Context: an optimization exercise on an open-source flow, tuned for small area. The choices shown serve that exercise and are no tape-out recipe. RTL that was checked went through simulation tests only; none was proved equivalent to the original. For runs 1 and 2, only the layout was checked, not whether the RTL still works. Power is estimated from default activity; no workload was simulated. The flow treats the clock pin as an ideal source, which a real chip does not have.

File: flow/config.mk
export PLATFORM = sky130hd
export DESIGN_NAME = frame_uart_top
export DESIGN_NICKNAME = frame_uart_top
export VERILOG_FILES = /design/flow/design.v
export SDC_FILE = /design/flow/constraint.sdc
export NUM_CORES = 4
export LEC_CHECK = 0
export CAP_MARGIN = 20
export CORE_MARGIN = 2
export CORE_UTILIZATION = 70
export CTS_BUF_LIST = sky130_fd_sc_hd__clkbuf_16
export CTS_CLUSTER_DIAMETER = 100
export CTS_CLUSTER_SIZE = 33
export PLACE_DENSITY = 0.8
export SLEW_MARGIN = 20
File: flow/constraint.sdc
create_clock -name core_clock -period 10.0 [get_ports {clk}]
set_input_delay 2.0000 -clock core_clock [delete_from_list [all_inputs] [get_ports {clk}]]
set_output_delay 2.0000 -clock core_clock [all_outputs]
set_load 0.01 [all_outputs]
File: flow/design.v
package capture_pkg;
  localparam int FRAME_W      = 16;
  localparam int FRAME_H      = 8;
  localparam int FRAME_PIXELS = FRAME_W * FRAME_H;
  localparam int ADDR_W = $clog2(FRAME_PIXELS);
  typedef logic [7:0] pixel_t;
  typedef logic [ADDR_W-1:0] pixel_addr_t;
  typedef enum logic [1:0] {
    CAP_IDLE  = 2'd0,
    CAP_STORE = 2'd1,
    CAP_SEND  = 2'd2,
    CAP_DRAIN = 2'd3
  } capture_state_e;
endpackage
package uart_pkg;
  localparam int CLKS_PER_BIT = 4;
  localparam int DATA_BITS    = 8;
  localparam int FRAME_BITS = DATA_BITS + 2;
  localparam int BAUD_CNT_W = $clog2(CLKS_PER_BIT);
  localparam int BIT_IDX_W  = $clog2(FRAME_BITS);
  typedef logic [DATA_BITS-1:0] uart_byte_t;
  typedef enum logic [1:0] {
    CH_GREEN = 2'd0,
    CH_BLUE  = 2'd1,
    CH_RED   = 2'd2
  } tx_channel_e;
endpackage
`timescale 1ns/100ps
module frame_uart_top (
  input  logic   clk,
  input  logic   uart_reset,
  input  logic   store_req,
  input  logic   send_req,
  input  capture_pkg::pixel_t pixel_in,
  input  logic   pixel_valid,
  output logic   txd,
  output logic   capture_busy,
  output logic   send_done
);
  localparam int NPIX = 128;
  localparam int WP   = 8;             
  localparam int NWP  = NPIX / WP;     
  localparam int DL   = WP - 1;        
  typedef enum logic [2:0] {
    S_IDLE  = 3'd0,
    S_STORE = 3'd1,
    S_ALIGN = 3'd2,
    S_LOAD  = 3'd3,
    S_TX    = 3'd4,
    S_DONE  = 3'd5
  } state_e;
  state_e state;
  logic [7:0] ring [NPIX];
  logic [6:0] ring_pos;
  logic [6:0] pix_idx;
  logic [7:0] dl_data [1:DL];
  logic       dl_pend [1:DL];
  logic       txd_q;
  logic       store_start;
  logic       arrive;
  logic       have;
  logic       aligned;
  logic       wr;
  logic [7:0] wdata;
  logic [DL:0] take;     
  assign store_start = (state == S_IDLE) && !uart_reset && store_req;
  assign arrive      = (state == S_STORE) && !uart_reset && pixel_valid;
  assign aligned     = (ring_pos[2:0] == 3'd0);
  logic [DL:1] older;    
  always_comb begin
    older[DL] = 1'b0;
    for (int k = DL - 1; k >= 1; k--) begin
      older[k] = older[k+1] || dl_pend[k+1];
    end
    have = arrive;
    for (int k = 1; k <= DL; k++) begin
      take[k] = dl_pend[k] && !older[k];
      have    = have || dl_pend[k];
    end
    take[0] = arrive && !older[1] && !dl_pend[1];
    wdata = {8{take[0]}} & pixel_in;
    for (int k = 1; k <= DL; k++) begin
      wdata = wdata | ({8{take[k]}} & dl_data[k]);
    end
  end
  assign wr = aligned && have;
  always_ff @(posedge clk) begin
    dl_data[1] <= pixel_in;
    dl_pend[1] <= arrive && !(wr && take[0]) && !store_start;
    for (int k = 1; k < DL; k++) begin
      dl_data[k+1] <= dl_data[k];
      dl_pend[k+1] <= dl_pend[k] && !(wr && take[k]) && !store_start;
    end
  end
  always_ff @(posedge clk) begin
    for (int s = 0; s < NPIX; s++) begin
      if ((s % WP) == 0 && wr && ring_pos[6:3] == 4'(s / WP)) begin
        ring[s] <= ((s / WP) % 2 == 1) ? ~wdata : wdata;
      end else if ((s % WP) == 0) begin
        ring[s] <= ~ring[(s + NPIX - 1) % NPIX];
      end else begin
        ring[s] <= ring[(s + NPIX - 1) % NPIX];
      end
    end
  end
  logic realign;
  logic cap;
  logic hold;
  assign realign = (state == S_ALIGN) && !have && (pix_idx != 7'd0);
  assign cap     = (state == S_LOAD) && (ring_pos == 7'd0);
  assign hold    = wr || realign || cap;
  always_ff @(posedge clk) begin
    ring_pos <= ring_pos + {6'd0, !hold};
    pix_idx  <= (pix_idx + {6'd0, arrive || realign || cap}) & {7{!store_start}};
  end
  always_ff @(posedge clk) begin
    if (uart_reset) begin
      state <= S_IDLE;
    end else begin
      case (state)
        S_IDLE: begin
          if (store_req)     state <= S_STORE;
          else if (send_req) state <= S_ALIGN;
        end
        S_STORE: begin
          if (arrive && pix_idx == 7'd127) state <= S_IDLE;
        end
        S_ALIGN: begin
          if (!have && pix_idx == 7'd0) state <= S_LOAD;
        end
        S_LOAD: begin
          if (cap) state <= S_TX;
        end
        S_TX: begin
          if (ring_pos == 7'd127) begin
            state <= (pix_idx == 7'd0) ? S_DONE : S_LOAD;
          end
        end
        default: state <= S_IDLE;
      endcase
    end
  end
  logic       slot_last;
  logic       next_bit;
  logic [4:0] slot;
  assign slot      = ring_pos[6:2];
  assign slot_last = (ring_pos[1:0] == 2'd3);
  always_comb begin
    case (slot)
      5'd5:    next_bit = ring[23][2];
      5'd6:    next_bit = !ring[27][3];
      5'd7:    next_bit = !ring[31][4];
      5'd16:   next_bit = ring[67][0];
      5'd17:   next_bit = ring[71][1];
      5'd25:   next_bit = ring[103][5];
      5'd26:   next_bit = !ring[107][6];
      5'd27:   next_bit = !ring[111][7];
      5'd8, 5'd18, 5'd28, 5'd29, 5'd30, 5'd31:
               next_bit = 1'b1;
      default: next_bit = 1'b0;
    endcase
  end
  always_ff @(posedge clk) begin
    if (uart_reset) begin
      txd_q <= 1'b1;
    end else if (state == S_TX) begin
      if (slot_last) txd_q <= next_bit;
    end else begin
      txd_q <= !cap;
    end
  end
  assign txd          = txd_q;
  assign capture_busy = (state != S_IDLE);
  assign send_done    = (state == S_DONE);
endmodule
File: flow/run.sh
#!/bin/bash
# synth_recipe.tcl (not shown) runs the flow's synth.tcl, then flattens the netlist and writes it again
# the make line also repeats each setting of config.mk as NAME=value (left out here)
make -C /OpenROAD-flow-scripts/flow DESIGN_CONFIG=/design/flow/config.mk WORK_HOME=/design/flow/orfs CLKGATE_MAP_FILE= SYNTH_SCRIPT=/design/flow/synth_recipe.tcl finish
==> reports/results.ini, run 1 <==
[floorplanning]
initial_core_util = 0.707
core_area_sq_um = 35400
dieArea_sq_um = 37300
io_pins = 16
num_rows = 69
fp.dieW_um = 193
die_h_um = 193

[clock_network]
post-cts-setup-buffer-count = 0
cts_buffers = 39
cts_tree = done
clock_sinks = 1105
cts_buffer_depth = 3
clock_latency_ns = 0.60
htree_levels = 2
ctsResizeCount = 0
postCtsHoldBufs = 0
cts_root_buffer = clkbuf_16
clkSlewWorstSetupHoldPaths_ns = 0.12

[place]
gp_congestion = 0.894
place_ws_ns = 5.17
placed_cell_area_sq_um = 25700
port_buffers = 15
dp_hpwl_um = 23700
dp.cells = 1944

[run]
max_cap_violations = 0

[finish]
final_cells = 1988
fin_nets = 1541
drive_gt1_frac = 0.0498
area_growth_pct = 6.93
num-fill-cells = 2010
final_util = 0.756
design_area_sq_um = 26800

[power_and_ir_drop]
combPwrFrac = 0.073
seq_power_share = 0.660
vdd_drop_max_v = 0.000274
power_switching_share = 0.236
power_leakage_nw = 10.8
clockPowerShare = 0.267
p_sw_mw = 1.71
power.density_nw_per_um2 = 272
p_int_mw = 5.56
total_power_mw = 7.28

[grt]
grt_use_met3 = 0.0308
first_global_vias = 10364
grt_pass1_wl_um = 60700
grtUsageMet1 = 0.316
track_usage = 0.225
grt_max_degree = 34
antenna_found_initial = 2
grt.busiest_layer = met2
met2_usage = 0.367
grt.overflow.total = 0

[yosys]
yosysTopAreaCell = dfxtp_1
async_flop_share = 0
synth_cells = 1495
synth_top_flop_cell = dfxtp_1
yosysWarnings = 4
synth_seq_cells = 1105
yosys-top-cells-count = dfxtp_1, mux2i_1, clkbuf_1
postSynthAreaPerCell_sq_um = 16.7
synthDistinctLibCells = 54
synth_top_area_frac = 0.883
yosysMostFrequentCell = dfxtp_1
synthTopCellsByArea = dfxtp_1, mux2i_1, a22oi_1, a21oi_1, clkbuf_1
synth_edf_count = 0
ys_seq_area_frac = 0.883
synth_fp_nets = 1512
synth_area_sq_um = 25000

[timing]
finalSetupViolations = 0
hold_slack_ns = 0.322
tightest_slew_ns = 1.14
finalSetupTns_ns = 0
period_needed_ns = 4.28
rsz0062_at_grt = false
drv_slew = 0
relSlewSlack = 0.235
skew_ns = 0.0296
final_hold_viol_count = 0
finalCritPeriodShare = 0.428
finalWorstSetupSlack_ns = 5.72
fmax_mhz = 234

[status]
status = complete, no violations

[drt]
via_per_inst = 5.07
wire_per_inst_um = 20.4
vias = 10076
drc_errors = 0
postRouteAntennaNets = 0
firstDrtPassIters = 6
drt-total-wl_um = 40600
drtIter0Drc = 625

[worst_setup_path]
r2r_end = ring[0][1]
critPathLaunchType = input pin
cp_cell_sequence = clkdlybuf4s50_1 > nor2b_1 > a211oi_4 > nor3_2 > and2_1 > mux2i_1
worst-path-buf-inv = 1
cp_data_required_time_ns = 10.51
reg2reg_depth = 5
endpoint_kind = flip-flop
crit_family = simple AND/OR/NAND/NOR gates
cp_slowest_cell = nor2b_1
critPathMaxFanout = 10
arrival_ns = 4.79
critPathMaxStageDelay_ns = 0.75
critical_path_class = in2reg
r2r-start = dl_pend[7]
regToRegSetupSlack_ns = 6.81

[min_path]
hold_depth = 0
whs_endpoint = ring[28][6]
hold_path.class = reg2reg
worstHoldStart = ring[27][6]

placed cells by master (no fill, tap or decap), types with 2 or more instances in the layout:
cell | synthesis | final
a211o_1 | 2 | 2
a21oi_1 | 23 | 23
a221oi_1 | 8 | 8
a22oi_1 | 16 | 16
and2_1 | 5 | 5
and3_1 | 4 | 4
buf_4 | 1 | 6
clkbuf_16 | 0 | 40
clkdlybuf4s50_1 | 0 | 15
dfxtp_1 | 1105 | 1105
ha_1 | 4 | 4
inv_1 | 9 | 9
mux2i_1 | 131 | 131
nand2_1 | 17 | 17
nand2_2 | 2 | 2
nand2b_1 | 4 | 4
nand3_1 | 11 | 11
nand4_1 | 9 | 9
nor2_1 | 21 | 21
nor2_2 | 3 | 3
nor2b_1 | 8 | 8
nor3_1 | 15 | 7
nor3_2 | 2 | 9
nor3_4 | 2 | 3
nor3b_1 | 4 | 4
nor4_1 | 4 | 3
nor4_4 | 2 | 2
o21ai_0 | 5 | 5
o311a_1 | 4 | 4
or3_1 | 14 | 14
xnor2_1 | 3 | 3
xor2_1 | 5 | 5
worst reg2reg max path: cells and delay by family, from the launching register on:
kind	cells	cell delay, ns
simple gates	4	1.89
flops	1	0.81
mux	1	0.27
state kept, by name, indices dropped and copies added, names as in the netlist:
signal and flops:
dl_data 56, dl_pend 7, pix_idx 7, ring 1024, ring_pos 7, state 3
txd_q 1
kinds of logic (layout without fill, tap and decap cells):
kind of cell             after synthesis  after routing  synth area share
flip-flops                          1105           1105             0.883
other                                  0              1                 0
AO/OA/AOI/OAI                         68             68            0.0196
adder cells (fa/ha/maj)                4              4           0.00200
AND/OR/NAND/NOR                      137            137            0.0328
XOR/XNOR                               8              8           0.00280
buffers and inverters                 42             73           0.00690
multiplexers                         131            131            0.0524
power by group through the flow:
stage          clock, mW  sequential, mW  combinational [mW]
2_1_floorplan          0            4.81               0.349
3_3_place_gp           0            4.88               0.501
3_5_place_dp           0            4.90               0.523
4_1_cts             1.97            4.80               0.533
5_1_grt             2.11            4.83               0.564
6_report            1.94            4.80               0.533
cell type report:
class | instances | area [sq um] | area share
sequential | 1105 | 22100 | 0.826
tap | 461 | 577 | 0.0215
multi-input combinational | 348 | 2800 | 0.104
clock buffer | 40 | 1000 | 0.0374
antenna | 1 | 2.50 | 0.0000935
timing repair buffer | 21 | 195 | 0.00729
clock inverter | 3 | 45.0 | 0.00168
inverter | 9 | 33.8 | 0.00126
metal layers:
layer	part of all wire	vias to the layer above
li1	-	4894
met1	0.47	4910
met2	0.47	202
met3	0.036	70
met4	0.024	0
met5	0	-
worst max path at each step:
stage,from,endpoint,slack [ns],cells past startpoint
final,uart_reset,ring[8][2],5.72,6
after CTS,uart_reset,ring[8][2],5.81,6
after global placement,uart_reset,ring[8][5],5.32,6
after floorplan,uart_reset,pix_idx[6],6.32,10
after global routing,uart_reset,ring[8][2],5.69,6
after detailed placement,uart_reset,ring[8][6],5.17,6
==> run 2: changes to the inputs <==
--- a/flow/config.mk
+++ b/flow/config.mk
@@ -7,9 +7,9 @@
 export LEC_CHECK = 0
 export CAP_MARGIN = 20
 export CORE_MARGIN = 2
-export CORE_UTILIZATION = 70
+export CORE_UTILIZATION = 80
 export CTS_BUF_LIST = sky130_fd_sc_hd__clkbuf_16
 export CTS_CLUSTER_DIAMETER = 100
-export CTS_CLUSTER_SIZE = 33
-export PLACE_DENSITY = 0.8
+export CTS_CLUSTER_SIZE = 35
+export PLACE_DENSITY = 0.9
 export SLEW_MARGIN = 20
==> run 2 against run 1 <==
Synthesized area did not move. Synthesized cell count did not move. The flow now stops in clock tree synthesis.
==> reports/results.ini, run 2 <==
[clock_network]
cts_buffers = 37
post-cts-setup-buffer-count = 0
htree_levels = 2
cts_buffer_depth = 3
cts_root_buffer = clkbuf_16
postCtsHoldBufs = 0
clock_sinks = 1105
ctsResizeCount = 0

[yosys]
synth_edf_count = 0
synthDistinctLibCells = 54
yosysMostFrequentCell = dfxtp_1
async_flop_share = 0
synthTopCellsByArea = dfxtp_1, mux2i_1, a22oi_1, a21oi_1, clkbuf_1
synth_top_flop_cell = dfxtp_1
synth_seq_cells = 1105
synth_area_sq_um = 25000
synth_fp_nets = 1512
yosysWarnings = 4
postSynthAreaPerCell_sq_um = 16.7
ys_seq_area_frac = 0.883
synth_cells = 1495
synth_top_area_frac = 0.883
yosysTopAreaCell = dfxtp_1
yosys-top-cells-count = dfxtp_1, mux2i_1, clkbuf_1

[floorplanning]
die_h_um = 181
io_pins = 16
fp.dieW_um = 181
num_rows = 64
initial_core_util = 0.816

[status]
error_line = [ERROR DPL-0033] detailed placement checks failed during check placement.
outcome.stop_stage = clock tree synthesis
status = aborted with a tool error

[place]
dp_hpwl_um = 28000
port_buffers = 15
gp_congestion = 0.908

run 2: cell counts after synthesis:
Identical to the previous run, type by type.
run 2: stage by stage:
stage | instances | util | instance area [sq um] | setup slack, ns | power [mW]
3_5_place_dp | 1879 | 0.836 | 25600 | 5.13 | 5.44
3_3_place_gp | 1879 | 0.836 | 25600 | 5.26 | 5.38
2_1_floorplan | 1495 | - | 25000 | 6.32 | 5.16
run 2: cell families after synthesis:
family | Yosys count | share of synthesized area
and+or+nand+nor | 137 | 0.0328
adders and majority gates | 4 | 0.00200
AOI/OAI and AO/OA | 68 | 0.0196
DFF | 1105 | 0.883
muxes | 131 | 0.0524
buffers and inverters | 42 | 0.00690
xor gates and xnor gates | 8 | 0.00280
run 2: worst max-delay path by stage:
stage	to	start	slack, ns	cells after the start
2_1_floorplan	pix_idx[6]	uart_reset	6.32	10
3_5_place_dp	ring[8][0]	uart_reset	5.13	6
3_3_place_gp	ring[8][5]	uart_reset	5.26	6
run 2: power groups by stage:
stage	logic, mW	registers [mW]	clock network [mW]
floorplan	0.349	4.81	0
global placement	0.497	4.88	0
detailed placement	0.530	4.91	0
==> run 3: changes to the inputs <==
--- a/flow/design.v
+++ b/flow/design.v
@@ -41,13 +41,11 @@
   localparam int WP   = 8;             
   localparam int NWP  = NPIX / WP;     
   localparam int DL   = WP - 1;        
-  typedef enum logic [2:0] {
-    S_IDLE  = 3'd0,
-    S_STORE = 3'd1,
-    S_ALIGN = 3'd2,
-    S_LOAD  = 3'd3,
-    S_TX    = 3'd4,
-    S_DONE  = 3'd5
+  typedef enum logic [1:0] {
+    S_IDLE  = 2'd0,
+    S_STORE = 2'd1,
+    S_ALIGN = 2'd2,
+    S_TX    = 2'd3
   } state_e;
   state_e state;
   logic [7:0] ring [NPIX];
@@ -107,7 +105,9 @@
   logic cap;
   logic hold;
   assign realign = (state == S_ALIGN) && !have && (pix_idx != 7'd0);
-  assign cap     = (state == S_LOAD) && (ring_pos == 7'd0);
+  assign cap     = (ring_pos == 7'd0) &&
+                   (((state == S_ALIGN) && !have && (pix_idx == 7'd0)) ||
+                    ((state == S_TX) && txd_q));
   assign hold    = wr || realign || cap;
   always_ff @(posedge clk) begin
     ring_pos <= ring_pos + {6'd0, !hold};
@@ -126,15 +126,10 @@
           if (arrive && pix_idx == 7'd127) state <= S_IDLE;
         end
         S_ALIGN: begin
-          if (!have && pix_idx == 7'd0) state <= S_LOAD;
-        end
-        S_LOAD: begin
           if (cap) state <= S_TX;
         end
         S_TX: begin
-          if (ring_pos == 7'd127) begin
-            state <= (pix_idx == 7'd0) ? S_DONE : S_LOAD;
-          end
+          if (ring_pos == 7'd127 && pix_idx == 7'd0) state <= S_IDLE;
         end
         default: state <= S_IDLE;
       endcase
@@ -163,13 +158,15 @@
   always_ff @(posedge clk) begin
     if (uart_reset) begin
       txd_q <= 1'b1;
+    end else if (cap) begin
+      txd_q <= 1'b0;
     end else if (state == S_TX) begin
       if (slot_last) txd_q <= next_bit;
     end else begin
-      txd_q <= !cap;
+      txd_q <= 1'b1;
     end
   end
   assign txd          = txd_q;
   assign capture_busy = (state != S_IDLE);
-  assign send_done    = (state == S_DONE);
+  assign send_done    = (state == S_TX) && (ring_pos == 7'd127) && (pix_idx == 7'd0);
 endmodule
--- a/flow/config.mk
+++ b/flow/config.mk
@@ -7,9 +7,9 @@
 export LEC_CHECK = 0
 export CAP_MARGIN = 20
 export CORE_MARGIN = 2
-export CORE_UTILIZATION = 80
+export CORE_UTILIZATION = 70
 export CTS_BUF_LIST = sky130_fd_sc_hd__clkbuf_16
 export CTS_CLUSTER_DIAMETER = 100
-export CTS_CLUSTER_SIZE = 35
-export PLACE_DENSITY = 0.9
+export CTS_CLUSTER_SIZE = 33
+export PLACE_DENSITY = 0.8
 export SLEW_MARGIN = 20
==> run 3 against run 2 <==
The run now finishes clean. Synthesized cell count decreased by 0.74%. Synthesized area grew 0.36%.
==> reports/results.ini, run 3 <==
[yosys]
async_flop_share = 0
synth_top_area_frac = 0.879
synth_top_family_by_area = multiplexers
postSynthAreaPerCell_sq_um = 16.9
synthDistinctLibCells = 58
synth_fa_ha_area_frac = 0.00199
synth_edf_count = 0
synth_xor_area_frac = 0.00314
synthMuxAreaShare = 0.0518
yosysWarnings = 4
synth_seq_cells = 1104
synth_fp_nets = 1501
yosys-top-cells-count = dfxtp_1, mux2i_1, a21oi_1
synth_top_flop_cell = dfxtp_1
synthTopCellsByArea = dfxtp_1, mux2i_1, nand3_4, a21oi_1, nor2b_1
ys_seq_area_frac = 0.879
synth_cells = 1484
synth_area_sq_um = 25100
yosysMostFrequentCell = dfxtp_1
synth_compound_gate_area_share = 0.0177
yosysTopAreaCell = dfxtp_1
synth-simple-area-share = 0.0367

[clock_network]
clock_sinks = 1104
postCtsHoldBufs = 0
htree_levels = 2
cts_buffer_depth = 3
cts_buffers = 39
ctsResizeCount = 0
cts_root_buffer = clkbuf_16
clock_latency_ns = 0.58
post-cts-setup-buffer-count = 0
cts_tree = done
clkSlewWorstSetupHoldPaths_ns = 0.11

[worst_setup_path]
cp_data_required_time_ns = 8.00
endpoint_kind = output port
critical_path_class = reg2out
critPathMaxFanout = 5
reg2reg_depth = 5
critPathLaunchType = flip-flop
arrival_ns = 2.56

[finish]
antenna_cells = 0
layout_commonest_cell = dfxtp_1
largest_registers = ring x1024, dl_data x56
final_util = 0.752
multi_input_area_sq_um = 2800
num-fill-cells = 2027
fin_nets = 1520
final_cell_mix = dfxtp_1, mux2i_1, clkbuf_16, a21oi_1, nand3_1
area_growth_pct = 6.18
largest_reg_flops = 1024
final-seq-area_sq_um = 22100
drive_gt1_frac = 0.0439
largest_register = ring

[drt]
drc_errors = 0
vias = 9819
drt-total-wl_um = 37400
postRouteAntennaNets = 0
via_per_inst = 5.00
drtIter0Drc = 501
firstDrtPassIters = 5
wire_per_inst_um = 19.0

[timing]
relSlewSlack = 0.377
tightest_slew_ns = 0.933
finalSetupViolations = 0
drv_slew = 0
final_hold_viol_count = 0
finalCritPeriodShare = 0.456
fmax_mhz = 219
skew_ns = 0.0253
period_needed_ns = 4.56
rsz0062_at_grt = false
finalSetupTns_ns = 0

[power_and_ir_drop]
power.density_nw_per_um2 = 260
power_leakage_nw = 11.2
vdd_drop_max_v = 0.000230

[place]
port_buffers = 15
gp_congestion = 0.793
dp_hpwl_um = 22300

[floorplanning]
initial_core_util = 0.708
dieArea_sq_um = 37400
fp.dieW_um = 193
die_h_um = 193
core_area_sq_um = 35500
io_pins = 16
num_rows = 69

[min_path]
hold_depth = 0
hold_path.class = reg2reg

[grt]
grt.overflow.total = 0
first_global_vias = 9798
antenna_found_initial = 0
grt_max_degree = 34
track_usage = 0.201
grt_pass1_wl_um = 57000

[run]
max_cap_violations = 0

[status]
status = complete, no violations

[run 3: cell families after synthesis]
logic type,Yosys count
flops,1104
mux,130
simple gates,130
compound gates,68
buf+inv,39
xor+xnor,9
fa+ha+maj,4
[run 3: cell type report]
class | count | share of cell area
clock inverter | 1 | 0.000750
inverter | 1 | 0.000141
timing repair buffer | 16 | 0.00591
sequential | 1104 | 0.828
clock buffer | 41 | 0.0384
multi-input combinational | 341 | 0.105
tap | 461 | 0.0216
[run 3: where the power goes]
group / switching, mW / internal [mW]
clock: 1.17 / 0.750
sequential: 0.114 / 4.61
combinational: 0.206 / 0.0915
total: 1.49 / 5.45
[run 3: stage by stage]
stage | instance area (sq um) | power (mW) | hold WS (ns) | setup slack [ns] | cells
3_5_place_dp | 25600 | 5.11 | 0.312 | 5.53 | 1923
6_report | 26700 | 6.94 | 0.315 | 5.44 | 1965
3_3_place_gp | 25600 | 5.09 | 0.310 | 5.66 | 1923
5_1_grt | 26700 | 7.16 | 0.320 | 5.32 | 1965
4_1_cts | 26700 | 6.98 | 0.324 | 5.42 | 1965
2_1_floorplan | 25100 | 4.98 | 0.310 | 6.32 | 1484
[run 3: critical path, cell delays in order, from the launching register on]
cell,delay [ns]
dfxtp_1,0.37
or4_4,0.56
nor4_4,0.25
nand3_1,0.15
nor2_1,0.11
clkdlybuf4s50_1,0.54
[run 3: worst paths after layout]
path	startpoint	to	slack, ns
hold reg to reg	ring[19][5]	ring[20][5]	0.31
setup reg to reg	dl_pend[6]	ring[56][5]	6.91
hold / removal	ring[19][5]	ring[20][5]	0.31
setup / recovery	pix_idx[3]	send_done	5.44
[run 3: routing by layer]
| metal | track usage | wire length [um] | vias up |
|---|---|---|---|
| met5 | 0 | 0 | - |
| met4 | 0.0534 | 778 | 0 |
| met3 | 0.0267 | 1370 | 56 |
| met2 | 0.321 | 17100 | 172 |
| met1 | 0.293 | 18100 | 4758 |
| li1 | - | - | 4833 |
==> run 4: changes to the inputs <==
==> flow/flow/run.sh (new file) <==
#!/bin/bash
# Own flow: the standard layout (standard.sh), with three changes:
#  - synthesis maps logic with an area-oriented ABC script (flow/abc_area.script)
#    in place of ORFS's speed script; everything else in synthesis is unchanged,
#    so the registers are the standard synthesis's;
#  - CTS runs without dummy loads;
#  - port buffers use the smallest buffer.
# Each step's full output stays in orfs/logs/, make's own output in *.log here.
set -euo pipefail
here=$(pwd)
rm -rf "$here/scripts_area"
cp -r "$FLOW_HOME/scripts" "$here/scripts_area"
cp "$here/flow/abc_area.script" "$here/scripts_area/abc_speed.script"

bash standard.sh "SCRIPTS_DIR=$here/scripts_area" synth > "$here/make_synth.log" 2>&1

bash standard.sh \
  "CTS_ARGS=-sink_clustering_enable -repair_clock_nets -sink_clustering_size 36 -sink_clustering_max_diameter 100 -buf_list sky130_fd_sc_hd__clkbuf_16 -dont_use_dummy_load" \
  "BUFFER_PORTS_ARGS=-buffer_cell sky130_fd_sc_hd__buf_1" \
  finish > "$here/make_finish.log" 2>&1
==> flow/flow/abc_area.script (new file) <==
strash
dch
amap
topo
dnsize -c
==> flow/standard.sh (new file) <==
#!/bin/bash
# synth_recipe.tcl (not shown) runs the flow's synth.tcl, then flattens the netlist and writes it again
# the make line also repeats each setting of config.mk as NAME=value (left out here)
make -C /OpenROAD-flow-scripts/flow DESIGN_CONFIG=/design/flow/config.mk WORK_HOME=/design/flow/orfs CLKGATE_MAP_FILE= SYNTH_SCRIPT=/design/flow/synth_recipe.tcl "${@:-finish}"
--- a/flow/config.mk
+++ b/flow/config.mk
@@ -9,7 +9,5 @@
 export CORE_MARGIN = 2
 export CORE_UTILIZATION = 70
 export CTS_BUF_LIST = sky130_fd_sc_hd__clkbuf_16
-export CTS_CLUSTER_DIAMETER = 100
-export CTS_CLUSTER_SIZE = 33
 export PLACE_DENSITY = 0.8
 export SLEW_MARGIN = 20
removed: flow/run.sh
==> run 4 against run 3 <==
Largest power group unchanged. Clock skew grew 0.022 ns. Sequential cell count did not move. First-iteration DRC count up 62%. Non-clock buffer count is 11 higher. Count of clock-buffer cells in the layout fell by 5. Hold slack worse by 0.013 ns. Core utilization rose by 1.3 points. Combinational power is 39% higher. Register-to-register slack got worse by 1.7 ns. Critical path depth increased by 5. Routed wire length is 10% higher. Still clean.
==> reports/results.ini, run 4 <==
[status]
status = complete, no violations

[finish]
largest_reg_flops = 1024
drive_gt1_frac = 0.0374
layout_commonest_cell = dfxtp_1
final_cells = 1972
largest_register = ring
area_growth_pct = 6.90
design_area_sq_um = 25800
fin_nets = 1542
largest_registers = ring x1024, dl_data x56
final_cell_mix = dfxtp_1, o22ai_1, clkinv_1, nor2_1, clkbuf_16

[worst_setup_path]
endpoint_kind = flip-flop
arrival_ns = 5.95
cp_data_required_time_ns = 10.46
critPathLaunchType = input pin
critPathMaxFanout = 9
critical_path_class = in2reg

[clock_network]
clock_sinks = 1104
cts_buffer_depth = 3
post-cts-setup-buffer-count = 0
htree_levels = 2
clock_latency_ns = 0.57
postCtsHoldBufs = 0
cts_tree = done
cts_root_buffer = clkbuf_16
cts_buffers = 36
clkSlewWorstSetupHoldPaths_ns = 0.12
ctsResizeCount = 0

[floorplanning]
dieArea_sq_um = 36000
core_area_sq_um = 33700
fp.dieW_um = 190
initial_core_util = 0.716
die_h_um = 190
io_pins = 16
num_rows = 67

[yosys]
synth_top_family_by_area = compound AO/OA/AOI/OAI gates
synth_top_area_frac = 0.916
synth_fa_ha_area_frac = 0.00207
synth_area_sq_um = 24100
synth_compound_gate_area_share = 0.0510
postSynthAreaPerCell_sq_um = 16.5
yosys-top-cells-count = dfxtp_1, o22ai_1, clkinv_1
synthDistinctLibCells = 33
ys_seq_area_frac = 0.916
yosysWarnings = 4
async_flop_share = 0
yosysTopAreaCell = dfxtp_1
synth_fp_nets = 1477
yosysMostFrequentCell = dfxtp_1
synth_edf_count = 0
synth_xor_area_frac = 0
synth_cells = 1460
synth_seq_cells = 1104
synth_top_flop_cell = dfxtp_1
synthMuxAreaShare = 0
synth-simple-area-share = 0.0233
synthTopCellsByArea = dfxtp_1, o22ai_1, clkinv_1, nor2_1, nand2_1

[place]
dp.cells = 1935
dp_hpwl_um = 24000
port_buffers = 15
gp_congestion = 0.851
placed_cell_area_sq_um = 24900

[drt]
firstDrtPassIters = 5
via_per_inst = 5.24
wire_per_inst_um = 20.9
vias = 10331
drt-total-wl_um = 41100
drtIter0Drc = 813
drc_errors = 0
postRouteAntennaNets = 0

[timing]
fmax_mhz = 182
relSlewSlack = 0.299
final_hold_viol_count = 0
finalSetupTns_ns = 0
period_needed_ns = 5.49
finalCritPeriodShare = 0.549
rsz0062_at_grt = false
finalSetupViolations = 0
tightest_slew_ns = 1.04
skew_ns = 0.0472
drv_slew = 0

[grt]
first_global_vias = 10441
grt.overflow.total = 0
grt_max_degree = 37
antenna_found_initial = 1
grt_pass1_wl_um = 61400
track_usage = 0.231

[min_path]
hold_path.class = reg2reg

[run]
max_cap_violations = 0

[power_and_ir_drop]
power.density_nw_per_um2 = 272
vdd_drop_max_v = 0.000212
power_leakage_nw = 10.1
total_power_mw = 7.02

## run 4: cell types whose count changed after synthesis, sizes merged, moves of 20 or more
cell and change:
clkinv +47, o22ai +129, clkbuf -20, a21oi -21, nand2 +28, nor2 +21, mux2i -129
## run 4: logic make-up after synthesis
logic type,count (synthesis)
adder cells (fa/ha/maj),4
flip-flops,1104
AO/OA/AOI/OAI,182
AND/OR/NAND/NOR,123
buffers and inverters,47
## run 4: critical path, stage by stage
cell and delay, ns:
buf_1 0.08, nand3_1 0.10, nor2_1 0.23, nor3_1 0.14, or3_1 0.38, nor2_1 0.58
clkinv_1 0.58, nor3_1 0.99, clkinv_1 0.52, o22ai_1 0.34
## run 4: final timing paths
check / from / end / slack (ns) / cells past startpoint
setup reg to reg: dl_pend[7] / ring[8][6] / 5.26 / 10
setup / recovery: pixel_valid / ring[8][6] / 4.51 / 10
hold / removal: ring[57][5] / ring[58][5] / 0.30 / 0
hold reg to reg: ring[57][5] / ring[58][5] / 0.30 / 0
## run 4: per-layer routing
| metal | vias to the layer above | routed length, um | GRT usage |
|---|---|---|---|
| li1 | 4967 | - | - |
| met1 | 5024 | 18900 | 0.322 |
| met2 | 245 | 18900 | 0.371 |
| met3 | 95 | 1780 | 0.0380 |
| met4 | 0 | 1530 | 0.0894 |
| met5 | - | 0 | 0 |
## run 4: stage by stage
| stage | util | setup WS [ns] | hold slack [ns] |
|---|---|---|---|
| floorplan | - | 5.29 | 0.310 |
| detailed placement | 0.738 | 4.13 | 0.312 |
| global placement | 0.738 | 4.61 | 0.310 |
| finish | 0.765 | 4.51 | 0.302 |
| global route | 0.765 | 4.20 | 0.305 |
| CTS | 0.765 | 4.58 | 0.306 |
## run 4: layout make-up
cell class,count,area (sq um)
diodes,1,2.50
clock buffers,36,901
fillers,1832,7910
inverters,47,176
multi-input cells,309,1900
flip-flops and latches,1104,22100
well taps,448,561
repair buffers,27,146
## run 4: where the power goes
| part | internal [mW] | switching (mW) |
|---|---|---|
| clock | 0.661 | 1.16 |
| sequential | 4.67 | 0.119 |
| combinational | 0.102 | 0.310 |
==> run 5: changes to the inputs <==
--- a/flow/flow/run.sh
+++ b/flow/flow/run.sh
@@ -15,6 +15,6 @@
 bash standard.sh "SCRIPTS_DIR=$here/scripts_area" synth > "$here/make_synth.log" 2>&1
 
 bash standard.sh \
-  "CTS_ARGS=-sink_clustering_enable -repair_clock_nets -sink_clustering_size 36 -sink_clustering_max_diameter 100 -buf_list sky130_fd_sc_hd__clkbuf_16 -dont_use_dummy_load" \
+  "CTS_ARGS=-sink_clustering_enable -repair_clock_nets -sink_clustering_size 33 -sink_clustering_max_diameter 100 -buf_list sky130_fd_sc_hd__clkbuf_16 -dont_use_dummy_load" \
   "BUFFER_PORTS_ARGS=-buffer_cell sky130_fd_sc_hd__buf_1" \
   finish > "$here/make_finish.log" 2>&1
--- a/flow/config.mk
+++ b/flow/config.mk
@@ -9,5 +9,7 @@
 export CORE_MARGIN = 2
 export CORE_UTILIZATION = 70
 export CTS_BUF_LIST = sky130_fd_sc_hd__clkbuf_16
+export CTS_CLUSTER_DIAMETER = 100
+export CTS_CLUSTER_SIZE = 33
 export PLACE_DENSITY = 0.8
 export SLEW_MARGIN = 20
==> run 5 against run 4 <==
Still clean. Non-clock buffer count unchanged. Total power up 0.85%. Count of clock-buffer cells in the layout up 3. Final cell count grew 0.10%. Clock power increased by 3%. Synthesized cell count stayed put. Cell area is 0.28% higher. Critical path depth unchanged. Critical path type unchanged.
==> reports/results.ini, run 5 <==
[min_path]
worstHoldStart = ring[58][0]
hold_path.class = reg2reg

[worst_setup_path]
critPathMaxStageDelay_ns = 1.00
cp_slowest_cell = nor3_1
critPathMaxFanout = 9
cp_cell_sequence = buf_1 > nand3_1 > nor2_1 > nor3_1 > or3_1 > nor2_1 > clkinv_1 > nor3_1 > clkinv_1 > o22ai_1
r2r-start = dl_pend[7]
endpoint_kind = flip-flop
crit_end = ring[8][6]
critical_path_class = in2reg
crit_family = simple AND/OR/NAND/NOR gates
worst-path-buf-inv = 3
reg2reg_depth = 10
critPathLaunch = pixel_valid
r2r_end = ring[8][6]
cp.depth = 10
regToRegSetupSlack_ns = 5.28
critPathLaunchType = input pin
cp_data_required_time_ns = 10.46
arrival_ns = 5.95

[drt]
firstDrtPassIters = 6
drt-total-wl_um = 40900
postRouteAntennaNets = 0
via_per_inst = 5.26
drc_errors = 0
vias = 10375
wire_per_inst_um = 20.7
drtIter0Drc = 883

[timing]
final_hold_viol_count = 0
relSlewSlack = 0.274
finalSetupViolations = 0
hold_slack_ns = 0.278
finalCritPeriodShare = 0.549
skew_ns = 0.0442
drv_slew = 0
tightest_slew_ns = 1.08
rsz0062_at_grt = false
fmax_mhz = 182
period_needed_ns = 5.49
finalSetupTns_ns = 0

[grt]
track_usage = 0.231
antenna_found_initial = 2
grt_max_degree = 34
grt_pass1_wl_um = 61400
grt.overflow.total = 0
first_global_vias = 10445

[finish]
design_area_sq_um = 25900
num-fill-cells = 1804
area_growth_pct = 7.20
multi_input_area_sq_um = 1900
final_cells = 1974
final_cell_mix = dfxtp_1, o22ai_1, clkinv_1, clkbuf_16, nor2_1
antenna_cells = 0
layout_commonest_cell = dfxtp_1
largest_reg_flops = 1024
fin_nets = 1545
largest_register = ring
drive_gt1_frac = 0.0393
largest_registers = ring x1024, dl_data x56
final-seq-area_sq_um = 22100

[yosys]
synth_fp_nets = 1477
yosys-top-cells-count = dfxtp_1, o22ai_1, clkinv_1
yosysWarnings = 4
postSynthAreaPerCell_sq_um = 16.5
synth_seq_cells = 1104
synth_top_area_frac = 0.916
synthTopCellsByArea = dfxtp_1, o22ai_1, clkinv_1, nor2_1, nand2_1
synth_top_flop_cell = dfxtp_1
ys_seq_area_frac = 0.916
async_flop_share = 0
yosysTopAreaCell = dfxtp_1
synth_cells = 1460
synthDistinctLibCells = 33
synth_area_sq_um = 24100
yosysMostFrequentCell = dfxtp_1
synth_edf_count = 0

[clock_network]
cts_buffers = 39
clock_latency_ns = 0.57
ctsResizeCount = 0
cts_root_buffer = clkbuf_16
clock_sinks = 1104
clkSlewWorstSetupHoldPaths_ns = 0.11
cts_buffer_depth = 3
postCtsHoldBufs = 0
post-cts-setup-buffer-count = 0
cts_tree = done
htree_levels = 2

[power_and_ir_drop]
power_leakage_nw = 10.2
power.density_nw_per_um2 = 274
vdd_drop_max_v = 0.000230

[place]
placed_cell_area_sq_um = 24900
port_buffers = 15
gp_congestion = 0.851
dp_hpwl_um = 24000
dp.cells = 1935

[floorplanning]
fp.dieW_um = 190
initial_core_util = 0.716
num_rows = 67
core_area_sq_um = 33700
io_pins = 16
dieArea_sq_um = 36000
die_h_um = 190

[run]
max_cap_violations = 0

[status]
status = complete, no violations

-- run 5: cell counts after synthesis --
No cell type changed its count.
-- run 5: per-layer routing --
metal / track usage / routed length (um) / vias to the layer above
met2: 0.362 / 18700 / 289
li1: - / - / 4964
met1: 0.323 / 18200 / 5020
met4: 0.0987 / 1750 / 0
met5: 0 / 0 / -
met3: 0.0411 / 2270 / 102
-- run 5: where the power goes --
| part | leakage (nW) | switching (mW) | total, mW | internal (mW) |
|---|---|---|---|---|
| clock | 0.481 | 1.17 | 1.88 | 0.711 |
| sequential | 9.08 | 0.119 | 4.79 | 4.67 |
| combinational | 0.598 | 0.309 | 0.410 | 0.102 |
-- run 5: stage by stage --
step           power [mW]  setup WS, ns  utilization
2_1_floorplan        5.03          5.29            -
3_3_place_gp         5.25          4.61        0.738
3_5_place_dp         5.28          4.13        0.738
4_1_cts              7.10          4.68        0.767
5_1_grt              7.30          4.27        0.767
6_report             7.08          4.51        0.767
-- run 5: final cells by class --
type	instances	share of cell area
timing repair buffer	27	0.00566
multi-input combinational	309	0.0734
inverter	47	0.00682
sequential	1104	0.855
tap	448	0.0217
clock buffer	39	0.0377
-- run 5: kinds of logic (layout without fill, tap and decap cells) --
kind of cell	Yosys count	after routing	share of synthesized area
AND/OR/NAND/NOR	123	123	0.0233
flip-flops	1104	1104	0.916
buffers and inverters	47	113	0.00731
AO/OA/AOI/OAI	182	182	0.0510
adder cells (fa/ha/maj)	4	4	0.00207
-- run 5: worst min path at each step --
stage                        end  cells past startpoint
CTS                  ring[59][0]                      0
global route         ring[59][0]                      0
floorplan           ring[100][0]                      0
detailed placement  ring[124][1]                      0
finish               ring[59][0]                      0
global placement      ring[9][6]                      0
==> run 6: changes to the inputs <==
--- a/flow/design.v
+++ b/flow/design.v
@@ -41,6 +41,7 @@
   localparam int WP   = 8;             
   localparam int NWP  = NPIX / WP;     
   localparam int DL   = WP - 1;        
+  localparam int WPB  = $clog2(WP);
   typedef enum logic [1:0] {
     S_IDLE  = 2'd0,
     S_STORE = 2'd1,
@@ -63,7 +64,7 @@
   logic [DL:0] take;     
   assign store_start = (state == S_IDLE) && !uart_reset && store_req;
   assign arrive      = (state == S_STORE) && !uart_reset && pixel_valid;
-  assign aligned     = (ring_pos[2:0] == 3'd0);
+  assign aligned     = (ring_pos[WPB-1:0] == '0);
   logic [DL:1] older;    
   always_comb begin
     older[DL] = 1'b0;
@@ -92,7 +93,7 @@
   end
   always_ff @(posedge clk) begin
     for (int s = 0; s < NPIX; s++) begin
-      if ((s % WP) == 0 && wr && ring_pos[6:3] == 4'(s / WP)) begin
+      if ((s % WP) == 0 && wr && ring_pos[6:WPB] == (7-WPB)'(s / WP)) begin
         ring[s] <= ((s / WP) % 2 == 1) ? ~wdata : wdata;
       end else if ((s % WP) == 0) begin
         ring[s] <= ~ring[(s + NPIX - 1) % NPIX];
@@ -110,7 +111,7 @@
                     ((state == S_TX) && txd_q));
   assign hold    = wr || realign || cap;
   always_ff @(posedge clk) begin
-    ring_pos <= ring_pos + {6'd0, !hold};
+    ring_pos <= (ring_pos + {6'd0, !hold}) & {7{!store_start}};
     pix_idx  <= (pix_idx + {6'd0, arrive || realign || cap}) & {7{!store_start}};
   end
   always_ff @(posedge clk) begin
@@ -140,16 +141,17 @@
   logic [4:0] slot;
   assign slot      = ring_pos[6:2];
   assign slot_last = (ring_pos[1:0] == 2'd3);
+  localparam logic [NPIX-1:0] TAP_INV = {(NPIX/(2*WP)){{WP{1'b1}}, {WP{1'b0}}}};
   always_comb begin
     case (slot)
-      5'd5:    next_bit = ring[23][2];
-      5'd6:    next_bit = !ring[27][3];
-      5'd7:    next_bit = !ring[31][4];
-      5'd16:   next_bit = ring[67][0];
-      5'd17:   next_bit = ring[71][1];
-      5'd25:   next_bit = ring[103][5];
-      5'd26:   next_bit = !ring[107][6];
-      5'd27:   next_bit = !ring[111][7];
+      5'd5:    next_bit = ring[23][2] ^ TAP_INV[23];
+      5'd6:    next_bit = ring[27][3] ^ TAP_INV[27];
+      5'd7:    next_bit = ring[31][4] ^ TAP_INV[31];
+      5'd16:   next_bit = ring[67][0] ^ TAP_INV[67];
+      5'd17:   next_bit = ring[71][1] ^ TAP_INV[71];
+      5'd25:   next_bit = ring[103][5] ^ TAP_INV[103];
+      5'd26:   next_bit = ring[107][6] ^ TAP_INV[107];
+      5'd27:   next_bit = ring[111][7] ^ TAP_INV[111];
       5'd8, 5'd18, 5'd28, 5'd29, 5'd30, 5'd31:
                next_bit = 1'b1;
       default: next_bit = 1'b0;
--- a/flow/flow/run.sh
+++ b/flow/flow/run.sh
@@ -15,6 +15,6 @@
 bash standard.sh "SCRIPTS_DIR=$here/scripts_area" synth > "$here/make_synth.log" 2>&1
 
 bash standard.sh \
-  "CTS_ARGS=-sink_clustering_enable -repair_clock_nets -sink_clustering_size 33 -sink_clustering_max_diameter 100 -buf_list sky130_fd_sc_hd__clkbuf_16 -dont_use_dummy_load" \
+  "CTS_ARGS=-sink_clustering_enable -repair_clock_nets -sink_clustering_size 35 -sink_clustering_max_diameter 100 -buf_list sky130_fd_sc_hd__clkbuf_16 -dont_use_dummy_load" \
   "BUFFER_PORTS_ARGS=-buffer_cell sky130_fd_sc_hd__buf_1" \
   finish > "$here/make_finish.log" 2>&1
==> flow/config.mk (replaced) <==
export PLATFORM = sky130hd
export DESIGN_NAME = frame_uart_top
export DESIGN_NICKNAME = frame_uart_top
export VERILOG_FILES = /design/flow/design.v
export SDC_FILE = /design/flow/constraint.sdc
export NUM_CORES = 4
export LEC_CHECK = 0
export CAP_MARGIN = 0
export CORE_MARGIN = 2
export CORE_UTILIZATION = 70
export CTS_BUF_LIST = sky130_fd_sc_hd__clkbuf_16
export PLACE_DENSITY = 0.8
export SLEW_MARGIN = 0
==> run 6 against run 5 <==
Still clean on timing, DRC and antenna. Sequential cell count unchanged. Sequential power is 1% higher. Critical path depth shrank 2. Clock skew rose by 0.018 ns. Largest cell class unchanged.
==> reports/results.ini, run 6 <==
[yosys]
synthDistinctLibCells = 29
synthTopCellsByArea = dfxtp_1, o22ai_1, clkinv_1, nor2_1, nand2_1
synth_seq_cells = 1104
synth_fp_nets = 1483
async_flop_share = 0
synth_edf_count = 0
synth_top_area_frac = 0.915
postSynthAreaPerCell_sq_um = 16.5
ys_seq_area_frac = 0.915
yosysMostFrequentCell = dfxtp_1
synth_top_flop_cell = dfxtp_1
yosysWarnings = 4
synth_area_sq_um = 24100
yosys-top-cells-count = dfxtp_1, o22ai_1, clkinv_1
yosysTopAreaCell = dfxtp_1
synth_cells = 1466

[timing]
rsz0062_at_grt = false
relSlewSlack = 0.204
fmax_mhz = 179
hold_slack_ns = 0.287
skew_ns = 0.0624
drv_slew = 0
tightest_slew_ns = 1.19
finalWorstSetupSlack_ns = 4.40
final_hold_viol_count = 0
finalSetupTns_ns = 0
period_needed_ns = 5.60
finalCritPeriodShare = 0.560
finalSetupViolations = 0

[floorplanning]
initial_core_util = 0.704
num_rows = 68
core_area_sq_um = 34300
fp.dieW_um = 190
io_pins = 16
die_h_um = 190
dieArea_sq_um = 36000

[finish]
fin_nets = 1550
antenna_cells = 0
final_cells = 1986
largest_register = ring
drive_gt1_frac = 0.0359
largest_reg_flops = 1024
area_growth_pct = 6.95
final_util = 0.753
largest_registers = ring x1024, dl_data x56
layout_commonest_cell = dfxtp_1
final_cell_mix = dfxtp_1, o22ai_1, clkinv_1, clkbuf_16, nor2_1
design_area_sq_um = 25800

[power_and_ir_drop]
clockPowerShare = 0.259
power_switching_share = 0.228
combPwrFrac = 0.060
power.density_nw_per_um2 = 276
power_leakage_nw = 10.1
p_sw_mw = 1.62
seq_power_share = 0.681
vdd_drop_max_v = 0.000220
p_int_mw = 5.51
total_power_mw = 7.14

[worst_setup_path]
critPathMaxStageDelay_ns = 1.02
cp_data_required_time_ns = 10.46
reg2reg_depth = 9
endpoint_kind = flip-flop
r2r-start = dl_pend[7]
cp_slowest_cell = nor3_1
r2r_end = ring[8][5]
arrival_ns = 6.06
cp_cell_sequence = buf_1 > nor2_1 > nor3_1 > nor3_1 > clkinv_1 > nor3_1 > clkinv_1 > o22ai_1
crit_top_cell = nor3_1
critPathLaunchType = input pin
critPathMaxFanout = 10
critical_path_class = in2reg
regToRegSetupSlack_ns = 5.10

[drt]
drc_errors = 0
firstDrtPassIters = 5
vias = 10457
drtIter0Drc = 736
via_per_inst = 5.27
drt-total-wl_um = 41900
wire_per_inst_um = 21.1
postRouteAntennaNets = 0

[clock_network]
postCtsHoldBufs = 0
htree_levels = 2
clkSlewWorstSetupHoldPaths_ns = 0.12
cts_buffers = 37
post-cts-setup-buffer-count = 0
cts_root_buffer = clkbuf_16
clock_sinks = 1104
cts_tree = done
cts_buffer_depth = 3
ctsResizeCount = 0
clock_latency_ns = 0.57

[place]
place_ws_ns = 4.05
gp_congestion = 0.852
dp.cells = 1949
placed_cell_area_sq_um = 24900
port_buffers = 15
dp_hpwl_um = 23600

[grt]
grt_max_degree = 36
grt.overflow.total = 0
grt_pass1_wl_um = 62600
antenna_found_initial = 0
first_global_vias = 10701
track_usage = 0.237

[min_path]
worstHoldStart = ring[29][7]
whs_endpoint = ring[30][7]
hold_path.class = reg2reg
hold_depth = 0

[status]
status = complete, no violations

[run]
max_cap_violations = 0

## run 6: layout make-up
| cell class | count | area, sq um |
|---|---|---|
| Clock buffer | 37 | 926 |
| Timing Repair Buffer | 28 | 154 |
| Fill cell | 1863 | 8460 |
| Tap cell | 455 | 569 |
| Inverter | 57 | 214 |
| Multi-Input combinational cell | 305 | 1860 |
| Sequential cell | 1104 | 22100 |
## run 6: per-layer routing
metal,wire length (um),up-vias,global-route usage
met5,0,-,0
met4,1370,0,0.0823
met3,1800,97,0.0317
met2,19900,270,0.398
met1,18800,5102,0.321
li1,-,4988,-
## run 6: cells by family (layout without fill, tap and decap cells)
kind of cell / count (synthesis) / count (layout) / synth area share
and+or+nand+nor: 108 / 108 / 0.0201
buffers and inverters: 57 / 122 / 0.00886
adders and majority gates: 4 / 4 / 0.00207
DFF: 1104 / 1104 / 0.915
AOI/OAI and AO/OA: 193 / 193 / 0.0536
## run 6: critical path, delay by kind of cell
family                 cells  cell delay, ns
AO/OA/AOI/OAI              1            0.32
buffers and inverters      3            1.42
AND/OR/NAND/NOR            4            2.33
## run 6: how the worst max path moves through the flow
stage | from | endpoint | slack [ns]
6_report | uart_reset | ring[8][5] | 4.40
5_1_grt | uart_reset | ring[80][5] | 4.22
4_1_cts | uart_reset | ring[8][5] | 4.53
3_5_place_dp | uart_reset | ring[8][5] | 4.05
3_3_place_gp | uart_reset | ring[80][6] | 4.36
2_1_floorplan | pixel_valid | ring[96][2] | 5.20
## run 6: power groups by stage
stage | Combinational, mW | Clock [mW] | Sequential (mW)
after CTS | 0.417 | 1.87 | 4.86
after floorplan | 0.213 | 0 | 4.89
after global placement | 0.396 | 0 | 4.93
after global routing | 0.443 | 2.02 | 4.88
final | 0.428 | 1.85 | 4.86
after detailed placement | 0.411 | 0 | 4.95
==> run 7: changes to the inputs <==
--- a/flow/config.mk
+++ b/flow/config.mk
@@ -5,9 +5,9 @@
 export SDC_FILE = /design/flow/constraint.sdc
 export NUM_CORES = 4
 export LEC_CHECK = 0
-export CAP_MARGIN = 0
+export CAP_MARGIN = 20
 export CORE_MARGIN = 2
 export CORE_UTILIZATION = 70
 export CTS_BUF_LIST = sky130_fd_sc_hd__clkbuf_16
 export PLACE_DENSITY = 0.8
-export SLEW_MARGIN = 0
+export SLEW_MARGIN = 20
==> run 7 against run 6 <==
Still clean on timing, DRC and antenna. Core utilization about the same. Via count decreased by 0.44%. Non-clock buffer count unchanged. Synthesized area unchanged. Global-route usage unchanged. Total power about the same. Critical path type unchanged. Highest routed layer unchanged.
==> reports/results.ini, run 7 <==
[yosys]
yosysTopAreaCell = dfxtp_1
synth_edf_count = 0
synth_cells = 1466
postSynthAreaPerCell_sq_um = 16.5
async_flop_share = 0
synthTopCellsByArea = dfxtp_1, o22ai_1, clkinv_1, nor2_1, nand2_1
synth_top_flop_cell = dfxtp_1
synth_area_sq_um = 24100
yosysWarnings = 4
ys_seq_area_frac = 0.915
synth_seq_cells = 1104
yosys-top-cells-count = dfxtp_1, o22ai_1, clkinv_1
synth_top_area_frac = 0.915
yosysMostFrequentCell = dfxtp_1
synthDistinctLibCells = 29
synth_fp_nets = 1483

[grt]
antenna_found_initial = 0
grt_max_degree = 36
grt_pass1_wl_um = 62600
first_global_vias = 10701
grt.overflow.total = 0
track_usage = 0.237

[timing]
tightest_slew_ns = 1.05
finalSetupViolations = 0
relSlewSlack = 0.293
finalSetupTns_ns = 0
final_hold_viol_count = 0
fmax_mhz = 196
rsz0062_at_grt = false
hold_slack_ns = 0.283
skew_ns = 0.0596
period_needed_ns = 5.09
finalCritPeriodShare = 0.509
drv_slew = 0

[clock_network]
post-cts-setup-buffer-count = 0
cts_buffer_depth = 3
cts_buffers = 37
clkSlewWorstSetupHoldPaths_ns = 0.12
clock_sinks = 1104
htree_levels = 2
postCtsHoldBufs = 0
cts_tree = done
clock_latency_ns = 0.57
ctsResizeCount = 0
cts_root_buffer = clkbuf_16

[place]
dp_hpwl_um = 23600
port_buffers = 15
placed_cell_area_sq_um = 24900
gp_congestion = 0.852

[worst_setup_path]
critical_path_class = in2reg
critPathLaunchType = input pin
regToRegSetupSlack_ns = 5.64
endpoint_kind = flip-flop
r2r-start = dl_pend[7]
r2r_end = ring[8][5]
critPathMaxFanout = 10
reg2reg_depth = 9
arrival_ns = 5.56
cp_data_required_time_ns = 10.46

[finish]
largest_reg_flops = 1024
drive_gt1_frac = 0.0366
design_area_sq_um = 25800
fin_nets = 1550
largest_register = ring
final_cell_mix = dfxtp_1, o22ai_1, clkinv_1, clkbuf_16, nor2_1
antenna_cells = 0
largest_registers = ring x1024, dl_data x56
area_growth_pct = 7.00
layout_commonest_cell = dfxtp_1

[min_path]
hold_depth = 0
worstHoldStart = ring[29][7]
whs_endpoint = ring[30][7]
hold_path.class = reg2reg

[drt]
via_per_inst = 5.24
drtIter0Drc = 748
wire_per_inst_um = 21.1
vias = 10411
drt-total-wl_um = 41800
drc_errors = 0
postRouteAntennaNets = 0
firstDrtPassIters = 6

[power_and_ir_drop]
vdd_drop_max_v = 0.000220
total_power_mw = 7.14
power.density_nw_per_um2 = 276
power_leakage_nw = 10.1

[floorplanning]
num_rows = 68
fp.dieW_um = 190
die_h_um = 190
dieArea_sq_um = 36000
initial_core_util = 0.704
io_pins = 16
core_area_sq_um = 34300

[status]
status = complete, no violations

[run]
max_cap_violations = 0

run 7: cell counts after synthesis:
Identical to the previous run, type by type.
run 7: metal layers:
metal / routed length (um) / track usage
met2: 19900 / 0.398
met4: 1380 / 0.0823
met3: 1790 / 0.0317
met5: 0 / 0
met1: 18800 / 0.321
run 7: where the power goes:
part | internal, mW | switching [mW] | leakage [nW]
logic | 0.109 | 0.321 | 0.561
clock network | 0.678 | 1.17 | 0.456
registers | 4.73 | 0.132 | 9.08
run 7: worst max-delay path: stages:
cell	delay [ns]
buf_1	0.16
nor2_1	0.27
nor3_1	0.15
nor3_2	0.54
clkinv_1	0.60
nor3_1	1.00
clkinv_1	0.51
o22ai_1	0.32
run 7: how the worst max path moves through the flow:
stage / slack [ns] / startpoint / depth (start not counted) / endpoint
5_1_grt: 4.77 / uart_reset / 8 / ring[80][5]
4_1_cts: 4.53 / uart_reset / 8 / ring[8][5]
3_3_place_gp: 4.36 / uart_reset / 8 / ring[80][6]
6_report: 4.91 / uart_reset / 8 / ring[8][5]
2_1_floorplan: 5.20 / pixel_valid / 8 / ring[96][2]
3_5_place_dp: 4.05 / uart_reset / 8 / ring[8][5]
run 7: per-stage QoR:
stage                      util  worst slack [ns]  std cells
after global routing      0.753              4.77       1986
after global placement    0.726              4.36       1949
after detailed placement  0.726              4.05       1949
after CTS                 0.753              4.53       1986
final                     0.753              4.91       1986
after floorplan               -              5.20       1466
run 7: logic make-up after synthesis:
group | after synthesis | share of synthesized area
compound gates | 193 | 0.0536
flops | 1104 | 0.915
buf+inv | 57 | 0.00886
simple gates | 108 | 0.0201
fa+ha+maj | 4 | 0.00207
run 7: area by class of cell:
| cell class | count | area [sq um] |
|---|---|---|
| clock buffer | 37 | 926 |
| fill | 1860 | 8450 |
| inverter | 57 | 214 |
| multi-input combinational | 305 | 1870 |
| sequential | 1104 | 22100 |
| tap | 455 | 569 |
| timing repair buffer | 28 | 154 |
==> run 8: changes to the inputs <==
--- a/flow/config.mk
+++ b/flow/config.mk
@@ -9,5 +9,6 @@
 export CORE_MARGIN = 2
 export CORE_UTILIZATION = 70
 export CTS_BUF_LIST = sky130_fd_sc_hd__clkbuf_16
+export GPL_TIMING_DRIVEN = 0
 export PLACE_DENSITY = 0.8
 export SLEW_MARGIN = 20
==> run 8 against run 7 <==
Combinational power rose by 5.8%. Global-route usage is 0.22 points higher. Largest power group unchanged. Cell area grew 0.42%. Non-clock buffer count down 5. Critical endpoint is now ring[24][6]. Routed wire length up 1.7%. Maximum frequency is 9.4% lower. Clock skew shrank 0.0086 ns. Still clean on timing, DRC and antenna.
==> reports/results.ini, run 8 <==
[finish]
largest_register = ring
final_cells = 1981
antenna_cells = 0
design_area_sq_um = 25900
fin_nets = 1545
largest_registers = ring x1024, dl_data x56
drive_gt1_frac = 0.0419
final_cell_mix = dfxtp_1, o22ai_1, clkinv_1, clkbuf_16, nor2_1
largest_reg_flops = 1024
area_growth_pct = 7.45
layout_commonest_cell = dfxtp_1
num-fill-cells = 1789
final_util = 0.757

[timing]
finalCritPeriodShare = 0.562
finalSetupViolations = 0
skew_ns = 0.0510
hold_slack_ns = 0.297
relSlewSlack = 0.284
fmax_mhz = 178
tightest_slew_ns = 1.07
drv_slew = 0
rsz0062_at_grt = false
finalSetupTns_ns = 0
period_needed_ns = 5.62
final_hold_viol_count = 0

[clock_network]
ctsResizeCount = 0
clock_sinks = 1104
postCtsHoldBufs = 0
cts_buffers = 37
clock_latency_ns = 0.57
cts_buffer_depth = 3
htree_levels = 2
cts_tree = done
post-cts-setup-buffer-count = 0
clkSlewWorstSetupHoldPaths_ns = 0.12
cts_root_buffer = clkbuf_16

[drt]
via_per_inst = 5.29
drc_errors = 0
wire_per_inst_um = 21.5
drt-total-wl_um = 42600
postRouteAntennaNets = 0
drtIter0Drc = 719
firstDrtPassIters = 6
vias = 10487

[yosys]
synthTopCellsByArea = dfxtp_1, o22ai_1, clkinv_1, nor2_1, nand2_1
postSynthAreaPerCell_sq_um = 16.5
ys_seq_area_frac = 0.915
yosysTopAreaCell = dfxtp_1
synth_seq_cells = 1104
yosysMostFrequentCell = dfxtp_1
synth_edf_count = 0
synth_top_area_frac = 0.915
yosysWarnings = 4
yosys-top-cells-count = dfxtp_1, o22ai_1, clkinv_1
synth_fp_nets = 1483
async_flop_share = 0
synthDistinctLibCells = 29
synth_cells = 1466
synth_area_sq_um = 24100
synth_top_flop_cell = dfxtp_1

[min_path]
hold_depth = 0
whs_endpoint = ring[18][0]
hold_path.class = reg2reg
worstHoldStart = ring[17][0]

[power_and_ir_drop]
power.density_nw_per_um2 = 276
power_leakage_nw = 10.1
vdd_drop_max_v = 0.000228

[grt]
grt_max_degree = 36
grt_pass1_wl_um = 63300
track_usage = 0.239
antenna_found_initial = 0
first_global_vias = 10806
grt.overflow.total = 0

[worst_setup_path]
r2r_end = ring[24][6]
cp_data_required_time_ns = 10.45
regToRegSetupSlack_ns = 4.78
endpoint_kind = flip-flop
r2r-start = dl_pend[7]
arrival_ns = 6.08
reg2reg_depth = 9
critPathLaunchType = input pin
critPathMaxFanout = 10
critical_path_class = in2reg

[place]
port_buffers = 15
dp.cells = 1944
placed_cell_area_sq_um = 25000
dp_hpwl_um = 25100
gp_congestion = 0.905

[status]
status = complete, no violations

[floorplanning]
num_rows = 68
io_pins = 16
dieArea_sq_um = 36000
fp.dieW_um = 190
core_area_sq_um = 34300
initial_core_util = 0.704
die_h_um = 190

[run]
max_cap_violations = 0

run 8: stage by stage:
stage	total power, mW	setup WS, ns
2_1_floorplan	5.10	5.20
3_3_place_gp	5.28	2.19
3_5_place_dp	5.37	4.07
4_1_cts	7.16	4.55
5_1_grt	7.36	4.13
6_report	7.16	4.38
run 8: area by class of cell:
cell class                 count  area, sq um  area share
clock buffer                  37          926      0.0357
sequential                  1104        22100       0.852
multi-input combinational    305         1980      0.0764
inverter                      57          214     0.00825
tap                          455          569      0.0219
timing repair buffer          23          150     0.00579
run 8: critical path: stages:
cell      delay, ns
buf_1          0.14
nor2_1         0.30
nor3_1         0.19
nor3_2         0.73
clkinv_1       0.76
nor3_1         1.02
clkinv_1       0.53
o22ai_1        0.39
run 8: power by group:
| group | internal (mW) | switching [mW] | leakage (nW) |
|---|---|---|---|
| clock | 0.678 | 1.17 | 0.456 |
| combinational | 0.121 | 0.333 | 0.563 |
| sequential | 4.73 | 0.129 | 9.08 |
| total | 5.53 | 1.63 | 10.1 |
run 8: per-layer routing:
| layer | wire (um) | vias up | GRT usage |
|---|---|---|---|
| met3 | 1650 | 72 | 0.0299 |
| met2 | 21600 | 260 | 0.426 |
| met5 | 0 | - | 0 |
| li1 | - | 4969 | - |
| met1 | 18400 | 5186 | 0.312 |
| met4 | 1000 | 0 | 0.0632 |
run 8: how the worst max path moves through the flow:
stage / start / endpoint / slack (ns) / cells after the start
2_1_floorplan: pixel_valid / ring[96][2] / 5.20 / 8
3_3_place_gp: uart_reset / ring[40][4] / 2.19 / 10
3_5_place_dp: uart_reset / ring[16][0] / 4.07 / 8
4_1_cts: uart_reset / ring[16][0] / 4.55 / 8
5_1_grt: pixel_valid / ring[24][5] / 4.13 / 9
6_report: uart_reset / ring[24][6] / 4.38 / 8
run 8: cell families (layout without fill, tap and decap cells):
logic type | after synthesis | after routing | synth area share
simple gates | 108 | 108 | 0.0201
fa+ha+maj | 4 | 4 | 0.00207
compound gates | 193 | 193 | 0.0536
buf+inv | 57 | 117 | 0.00886
flops | 1104 | 1104 | 0.915
==> run 9: changes to the inputs <==
--- a/flow/config.mk
+++ b/flow/config.mk
@@ -5,10 +5,10 @@
 export SDC_FILE = /design/flow/constraint.sdc
 export NUM_CORES = 4
 export LEC_CHECK = 0
-export CAP_MARGIN = 20
+export CAP_MARGIN = 0
 export CORE_MARGIN = 2
 export CORE_UTILIZATION = 70
 export CTS_BUF_LIST = sky130_fd_sc_hd__clkbuf_16
 export GPL_TIMING_DRIVEN = 0
 export PLACE_DENSITY = 0.8
-export SLEW_MARGIN = 20
+export SLEW_MARGIN = 0
==> run 9 against run 8 <==
Synthesized cell count unchanged. Setup slack better by 0.067 ns. Cell area fell by 0.32%. First-iteration DRC count down 0.97%. Still clean. Critical path type unchanged. Via count rose by 0.61%. Clock power barely moved. Highest routed layer unchanged. Register-to-register slack gained 0.27 ns. Core utilization down 0.24 points. Maximum frequency increased by 1.2%. Count of clock-buffer cells in the layout did not move.
==> reports/results.ini, run 9 <==
[status]
status = complete, no violations

[drt]
wire_per_inst_um = 21.5
via_per_inst = 5.33
drtIter0Drc = 712
firstDrtPassIters = 7
drc_errors = 0
vias = 10551
postRouteAntennaNets = 0
drt-total-wl_um = 42600

[yosys]
synth_top_family_by_area = compound AO/OA/AOI/OAI gates
synth_cells = 1466
synth_edf_count = 0
synth_compound_gate_area_share = 0.0536
yosys-top-cells-count = dfxtp_1, o22ai_1, clkinv_1
postSynthAreaPerCell_sq_um = 16.5
async_flop_share = 0
synth_xor_area_frac = 0
yosysMostFrequentCell = dfxtp_1
synthTopCellsByArea = dfxtp_1, o22ai_1, clkinv_1, nor2_1, nand2_1
ys_seq_area_frac = 0.915
synthMuxAreaShare = 0
synth_area_sq_um = 24100
synthDistinctLibCells = 29
synth-simple-area-share = 0.0201
yosysWarnings = 4
synth_top_area_frac = 0.915
synth_fp_nets = 1483
yosysTopAreaCell = dfxtp_1
synth_top_flop_cell = dfxtp_1
synth_fa_ha_area_frac = 0.00207
synth_seq_cells = 1104

[finish]
largest_register = ring
largest_reg_flops = 1024
num-fill-cells = 1848
drive_gt1_frac = 0.0387
multi_input_area_sq_um = 1900
final-seq-area_sq_um = 22100
layout_commonest_cell = dfxtp_1
fin_nets = 1545
antenna_cells = 0
area_growth_pct = 7.10
final_cell_mix = dfxtp_1, o22ai_1, clkinv_1, clkbuf_16, nor2_1
largest_registers = ring x1024, dl_data x56

[clock_network]
cts_buffer_depth = 3
clkSlewWorstSetupHoldPaths_ns = 0.12
cts_root_buffer = clkbuf_16
clock_sinks = 1104
cts_tree = done
ctsResizeCount = 0
htree_levels = 2
cts_buffers = 37
postCtsHoldBufs = 0
clock_latency_ns = 0.57
post-cts-setup-buffer-count = 0

[power_and_ir_drop]
power_leakage_nw = 10.1
power.density_nw_per_um2 = 276
vdd_drop_max_v = 0.000195
total_power_mw = 7.15

[min_path]
worstHoldStart = dl_data[2][4]
hold_depth = 0
hold_path.class = reg2reg
whs_endpoint = dl_data[3][4]

[worst_setup_path]
regToRegSetupSlack_ns = 5.05
r2r-start = dl_pend[7]
endpoint_kind = flip-flop
critical_path_class = in2reg
reg2reg_depth = 9
cp_data_required_time_ns = 10.45
critPathMaxFanout = 10
r2r_end = ring[16][0]
critPathLaunchType = input pin
arrival_ns = 6.00

[timing]
rsz0062_at_grt = false
skew_ns = 0.0504
fmax_mhz = 180
finalSetupTns_ns = 0
tightest_slew_ns = 1.26
drv_slew = 0
final_hold_viol_count = 0
finalSetupViolations = 0
relSlewSlack = 0.154
period_needed_ns = 5.55
finalCritPeriodShare = 0.555

[floorplanning]
core_area_sq_um = 34300
die_h_um = 190
num_rows = 68
io_pins = 16
fp.dieW_um = 190
dieArea_sq_um = 36000
initial_core_util = 0.704

[grt]
grt_max_degree = 36
met2_usage = 0.433
grt.busiest_layer = met2
antenna_found_initial = 0
grt_use_met3 = 0.0284
first_global_vias = 10975
grtUsageMet1 = 0.309
grt.overflow.total = 0
track_usage = 0.242
grt_pass1_wl_um = 64300

[place]
gp_congestion = 0.905
port_buffers = 15
dp_hpwl_um = 24900

[run]
max_cap_violations = 0

==> run 9: cell counts after synthesis <==
Identical to the previous run, type by type.
==> run 9: worst max path at each step <==
stage                 from           to  slack (ns)  cells past startpoint
2_1_floorplan  pixel_valid  ring[96][2]        5.20                      8
6_report        uart_reset  ring[16][0]        4.45                      8
4_1_cts         uart_reset  ring[32][6]        3.51                      8
3_5_place_dp    uart_reset  ring[32][7]        3.27                      8
5_1_grt         uart_reset  ring[16][0]        4.19                      8
3_3_place_gp    uart_reset  ring[40][4]        2.19                     10
==> run 9: cell families after synthesis <==
group | after synthesis
buffers and inverters | 57
DFF | 1104
adders and majority gates | 4
AOI/OAI and AO/OA | 193
and+or+nand+nor | 108
==> run 9: final cells by class <==
type | instances | share of cell area
clock buffer | 37 | 0.0358
inverter | 57 | 0.00827
sequential | 1104 | 0.855
tap | 455 | 0.0220
timing repair buffer | 23 | 0.00566
multi-input combinational | 305 | 0.0736
==> run 9: power breakdown <==
part           switching (mW)  internal (mW)
logic                   0.324          0.117
registers               0.130           4.73
clock network            1.17          0.678
total                    1.62           5.52
==> run 9: metrics by stage <==
step	util	area [sq um]	std cells	hold slack, ns	setup slack, ns
floorplan	-	24100	1466	0.310	5.20
global placement	0.722	24800	1936	0.310	2.19
detailed placement	0.726	24900	1944	0.312	3.27
CTS	0.753	25800	1981	0.307	3.51
global route	0.754	25900	1981	0.313	4.19
finish	0.754	25900	1981	0.306	4.45
==> run 9: metal layers <==
layer  part of all wire  up-vias
met5                  0        -
met4              0.030        0
met3              0.038       87
met2               0.51      286
met1               0.42     5209
li1                   -     4969
==> run 9: worst max-delay path: stages <==
cell and delay (ns):
buf_1 0.15, nor2_1 0.29, nor3_1 0.19, nor3_2 0.67, clkinv_1 0.60, nor3_1 1.11, clkinv_1 0.58, o22ai_1 0.39

Check on run 9: ideal ports give 4.445 ns setup slack; a clkbuf_16 on the clock port and buf_2 on the inputs give 4.478 ns; moving port delays by the midpoint clock arrival (0.595 ns) as well gives 3.883 ns.
